This design comes from an exercise in tuning for small area on the open sky130 flow, not from production work.
In this exercise RTL edits were held to simulation tests only and were not proved equivalent to the original.
Power is estimated from default activity; no workload was simulated.

==> flow/design.v, too long to show whole: its modules and the start of the top module <==
// module draw_pixelgen_px: 2667 lines
// module pg_fa: 4 lines
// module pg_ha: 4 lines
// module pg_hai: 4 lines
module draw_pixelgen_px #(
  parameter  int unsigned LANES = 2,
  parameter  int unsigned CW    = 8,
  localparam int unsigned PW    = 4 * CW,
  localparam int unsigned DW    = LANES * PW
) (
  input  logic          CLK,
  input  logic          RST_X,
  input  logic          INIT,
  input  logic          START,
  input  logic [15:0]   REG_COUNT,
  input  logic          REG_PATMODE,
  input  logic [PW-1:0] REG_FCOLOR,
  input  logic          REG_ST_ON,
  input  logic [3:0]    REG_SCOLOR_MASK,
  input  logic [PW-1:0] REG_SCOLOR_L,
  input  logic [PW-1:0] REG_SCOLOR_H,
  input  logic          REG_BLEND_ON,
  input  logic [2:0]    REG_SEL_A,
  input  logic [2:0]    REG_SEL_B,
  input  logic [2:0]    REG_SEL_C,
  input  logic [2:0]    REG_SEL_D,
  input  logic [2:0]    REG_SEL_E,
  input  logic [CW-1:0] REG_SRCCA,
  input  logic [PW-1:0] REG_COEF0,
  input  logic [PW-1:0] REG_COEF1,
  input  logic [DW-1:0] SRC_DATA,
  input  logic [DW-1:0] DST_DATA,
  input  logic          SRC_EMPTY,
  input  logic          DST_EMPTY,
  input  logic          WR_AFULL,
  output logic          SRC_RD,
  output logic          DST_RD,
  output logic          WR_WR,
  output logic [DW-1:0] PIXEL_DATA,
  output logic          BUSY,
  output logic          DONE,
  output logic [1:0]    ERROR
);
  // ...
==> flow/flow/run.sh <==
#!/bin/bash
export BUFFER_PORTS_ARGS="-buffer_cell sky130_fd_sc_hd__buf_1"
bash standard.sh > standard.log 2>&1
==> flow/standard.sh <==
#!/bin/bash
# synth_recipe.tcl (not shown) runs the flow's synth.tcl, then flattens the netlist and writes it again
# the make line also repeats each setting of config.mk as NAME=value (left out here)
make -C /OpenROAD-flow-scripts/flow DESIGN_CONFIG=/design/flow/config.mk WORK_HOME=/design/flow/orfs CLKGATE_MAP_FILE= SYNTH_SCRIPT=/design/flow/synth_recipe.tcl "${@:-finish}"
==> flow/config.mk <==
export PLATFORM = sky130hd
export DESIGN_NAME = draw_pixelgen_px
export DESIGN_NICKNAME = draw_pixelgen_px
export VERILOG_FILES = /design/flow/design.v
export SDC_FILE = /design/flow/constraint.sdc
export NUM_CORES = 4
export LEC_CHECK = 0
export CAP_MARGIN = 20
export CELL_PAD_IN_SITES_DETAIL_PLACEMENT = 1
export CELL_PAD_IN_SITES_GLOBAL_PLACEMENT = 2
export CORE_MARGIN = 2
export CORE_UTILIZATION = 45
export GPL_TIMING_DRIVEN = 0
export SLEW_MARGIN = 20
export SYNTH_HIERARCHICAL = 1
==> flow/constraint.sdc <==
create_clock -name core_clock -period 9.0 [get_ports {CLK}]
set_input_delay 1.8000 -clock core_clock [delete_from_list [all_inputs] [get_ports {CLK}]]
set_output_delay 1.8000 -clock core_clock [all_outputs]
set_load 0.01 [all_outputs]
==> impl_metrics.toml, run 1 <==
[critical_path]
path_max_fanout = 10
cp_cell_sequence = "clkbuf_1 -> a222oi_1 -> nand3_1 -> a21oi_2 -> nor2_1 -> fa_1 -> fa_1 -> fa_1 -> fa_1 -> fa_1 -> ha_1 -> a21o_1 -> a21o_1 -> a21oi_1 -> nand2_1 -> a2111oi_2 -> and3b_1 -> o41ai_4 -> o31ai_4 -> o22a_1"
critPathLaunchType = "input pin"

[routing]
viasPerCell = 7.08
routed_wl_mm = 238
post_drt_wl_per_cell_um = 37.3
drt_iter0_drc = 6824
wl_met2_mm = 100
top_layer = "met5"

[grt]
met1_usage = 0.609
top_usage_layer = "met2"
overflow = 0
met3_usage = 0.168

[hold_path]
hold_start = "pix_q[13]"

[timing]
finalWorstSetupSlack_ps = -76.6
worst_pin_slew_ps = 1340
setup_viol = 8
timing.slew.headroom = 0.106
period_needed_ps = 9080
fin_tns_setup_ps = -385

[logic_synthesis]
seq_area_frac_synth = 0.0957
yosys.area.top_type = "fa_1"
yosys.area_share.simple = 0.196
synth_commonest_cells = "1112 x nor2_1, 824 x fa_1, 360 x nand2_1"
ys_types = 91
synth.cell_area_um2 = 41100
synth-edff-count = 16
synth-async-reset-ratio = 0.0374
yosys_warnings = 7

[final_layout]
register_area_um2 = 3940
nFillCells = 10700
layout-drive-gt1-share = 0.0942

[run_status]
status = "finished with violations"
violations = "negative setup slack"

[floorplan]
die_w_um = 306
initial_core_util = 0.456

[pwr]
switchingPower_mw = 5.23
p_clk_frac = 0.091

[placed_design]
gp_congestion = 1.07
dp.cells = 6242

[cts]
clockRootBuffer = "clkbuf_16"
cts_buffers = 17
==> inputs of run 2 (changes only) <==
--- a/flow/config.mk
+++ b/flow/config.mk
@@ -11,4 +11,5 @@
 export CORE_MARGIN = 2
-export CORE_UTILIZATION = 45
+export CORE_UTILIZATION = 30
 export GPL_TIMING_DRIVEN = 0
+export SETUP_SLACK_MARGIN = 0.3
 export SLEW_MARGIN = 20
==> impl_metrics.toml, run 2 <==
[logic_synthesis]
yosys.area.top_type = "fa_1"
synth.cell_area_um2 = 41100
seq_area_frac_synth = 0.0957
synth_ff_type = "dfxtp_1"
synth_compound_area_frac = 0.181
synth_commonest_cells = "1112 x nor2_1, 824 x fa_1, 360 x nand2_1"
synth_top_family_by_area = "adder cells"
synth_mux_area_frac = 0.0232
yosys.area_share.simple = 0.196
synthXorXnorAreaFrac = 0.0132
ys_seq_elements = 187
synth-async-reset-ratio = 0.0374
yosys.area.top_type_share = 0.401
synth_area_leaders = "fa_1 40%, nor2_1 10%, dfxtp_1 8.0%, ha_1 5.6%, a22oi_1 3.3%"
ys_types = 91
synth_fa_ha_area_frac = 0.462
yosys_warnings = 7
synth-edff-count = 16
post-synth-top-count-cell = "nor2_1"
synth_area_per_cell_um2 = 8.95
syn_nets = 5947
synthCells = 4597

[grt]
grtUsageTotal = 0.349
grt_pass1_wl_mm = 346
grt_pass1_vias = 44300
antenna_found_initial = 43
grt_max_degree = 25
overflow = 0

[final_layout]
final_common_cell = "nor2_1"
register_area_um2 = 3940
multi_input_area_um2 = 38000
fin_util = 0.361
nFillCells = 16000
stdcell_count = 7011
layout-drive-gt1-share = 0.116
final_cell_mix = "1108 x nor2_1, 823 x fa_1, 409 x buf_1, 359 x nand2_1, 228 x nand3_1"
reg_top3 = "PIXEL_DATA x64, pix_q x64, rem x16"
syn_to_final_growth_pct = 19.1
nets = 6550

[floorplan]
core-area_um2 = 136000
initial_core_util = 0.303
rows = 135
num_io_pins = 412
die_area_um2 = 140000
die_h_um = 374
die_w_um = 374

[critical_path]
r2r_start = "pm"
crit_path_top_delay_cell = "a222oi_1"
crit_start = "REG_SRCCA[5]"
r2r_end = "pix_q[16]"
cp_cell_sequence = "clkbuf_1 -> a222oi_1 -> nand3_1 -> a21oi_2 -> nor2_1 -> fa_1 -> fa_1 -> fa_1 -> fa_1 -> fa_1 -> ha_1 -> a21o_1 -> a21o_1 -> a21oi_2 -> nand2_1 -> a2111oi_4 -> and3b_1 -> o41ai_4 -> o31ai_4 -> o22a_2"
critPathMaxStageDelay_ps = 1260
critPathRequiredTime_ps = 9430
criticalPathCategory = "input pin to flip-flop"
critPathLaunchType = "input pin"
worstPathArrival_ps = 9170
reg2reg_slack_ps = 510
end_kind = "flip-flop"
reg2regPathDepth = 29
cpMostUsedCell = "fa_1"
path_max_fanout = 10

[hold_path]
hold_start = "pix_q[1]"
hold_depth = 0
hold_end = "PIXEL_DATA[1]"
hp-class = "flip-flop to flip-flop"

[routing]
dr_total_vias = 42100
drt_iter0_drc = 4822
routed_wl_mm = 247
post_drt_wl_per_cell_um = 35.3
firstDrtPassIters = 14
viasPerCell = 6.00
ant_nets = 0
drc = 0

[timing]
max_freq_mhz = 114
rsz0062_at_grt = "no"
hold_viol_final = 0
setup_viol = 0
period_needed_ps = 8740
drv_slew = 0
fin_tns_setup_ps = 0
clock_skew_ps = 42.6
post-route-period-util = 0.971
worst_pin_slew_ps = 1430
timing.slew.headroom = 0.0489
fin_hold_ws_ps = 313

[pwr]
p_int_mw = 4.55
power_frac_seq = 0.137
switchingPower_mw = 5.18
swShare = 0.532
combPwrFrac = 0.766
finalPower_mw = 9.73
p_clk_frac = 0.097
vdd_drop_max_uv = 172
powerDensity_nw_per_um2 = 198
leakage_nw = 21.9

[cts]
cts_sinks = 187
ctsLongestPathBuffers = 2
clockRootBuffer = "clkbuf_16"
cts_tree = "yes"
clk_latency_ps = 590
path_clk_slew_ps = 110
ctsHtreeMaxLevel = 4
cts_buffers = 17

[job]
cap_viol_max_count = 0

[placed_design]
dp.cells = 6842
io_buffers = 403
hpwl_mm = 212
gp_congestion = 1.01

[run_status]
status = "finished clean"
## run 2: cell counts after synthesis
No cell type changed its count.
## run 2: kinds of logic (layout without fill, tap and decap cells)
| group | count (synthesis) | count (layout) |
|---|---|---|
| DFF | 187 | 187 |
| xor gates and xnor gates | 62 | 62 |
| other | 0 | 17 |
| muxes | 89 | 89 |
| buffers and inverters | 283 | 898 |
| and+or+nand+nor | 1919 | 1919 |
| adders and majority gates | 1028 | 1028 |
| AOI/OAI and AO/OA | 1029 | 1030 |
## run 2: metrics by stage
step,setup WS [ps],cell area [um2]
after floorplan,660,41100
after global placement,-2730,44900
after detailed placement,-2250,45700
after CTS,232,48000
after global routing,282,49000
final,261,49000
## run 2: power by group through the flow
stage / Sequential, mW / Combinational (mW) / Clock, mW
3_3_place_gp: 1.35 / 6.96 / 0
6_report: 1.33 / 7.45 / 0.946
3_5_place_dp: 1.35 / 7.04 / 0
4_1_cts: 1.34 / 7.30 / 0.980
2_1_floorplan: 1.38 / 4.52 / 0
5_1_grt: 1.36 / 8.17 / 1.00
## run 2: layout make-up
cell class,instances,area share
Antenna cell,17,0.000868
Buffer,212,0.0213
Clock buffer,17,0.00868
Clock inverter,15,0.00465
Inverter,71,0.00544
Multi-Input combinational cell,4128,0.775
Sequential cell,187,0.0804
Tap cell,1781,0.0455
Timing Repair Buffer,583,0.0582
## run 2: worst max-delay path by stage
stage,slack [ps],end,cells past startpoint
4_1_cts,230,pix_q[16],23
2_1_floorplan,660,pix_q[48],21
5_1_grt,280,pix_q[16],23
3_5_place_dp,-2250,pix_q[16],30
6_report,260,pix_q[16],20
3_3_place_gp,-2730,pix_q[38],30
## run 2: per-layer routing
layer	vias up	GRT usage	wire length [um]
li1	17600	-	-
met1	22200	0.479	108000
met2	1837	0.539	109000
met3	379	0.0793	19900
met4	46	0.119	9780
met5	-	0	301
## run 2: worst max-delay path: cells and delay by family
kind / cells / cell delay [ps]
AO/OA/AOI/OAI: 9 / 3510
adder cells (fa/ha/maj): 6 / 2770
buffers and inverters: 1 / 360
AND/OR/NAND/NOR: 4 / 730
## run 2: per-module statistics from Yosys, one instance, submodules excluded
module / cell area, um2 / times used
pg_fa: 20.0 / 824
draw_pixelgen_px: 23900 / 1
pg_ha: 12.5 / 64
## run 2: what timing repair did
| action | 4_1_cts | 5_1_grt |
|---|---|---|
| setup endpoints to repair | 64 | 50 |
| hold buffers | 0 | 0 |
| cloned | 0 | 1 |
| resized for setup | 253 | 113 |
| hold endpoints to repair | 0 | 0 |
| pin swaps | 26 | 31 |
| setup buffers | 65 | 47 |

static timing again, ports no longer ideal:
No port has a modelled driver above. Below, the same layouts with a new extraction and two added sets of constraints.
Step 1: set_driving_cell puts a clkbuf_16 on CLK and a buf_2 on each other input, an assumption about the parent block.
Step 2 also shifts input and output timing later by t, the mid clock arrival at the registers, as if the neighbouring blocks saw the same clock.
Slacks: ideal / step 1 / step 2; pairs: ideal / step 1.
run	t, ns	setup slack, ns	worst setup path after step 2	worst data-port slew with drivers (ns)	cell pins on the clock port's net
run 1	0.617	-0.077 / -0.079 / -0.695	input to register	0.20	1
run 2	0.653	0.261 / 0.231 / -0.422	input to register	0.23	1
With both steps, setup timing fails in run 2, where it was met with ideal ports. The setup slack of run 2, which loses most, moves by -0.030 ns with the drivers and by -0.683 ns with both steps.
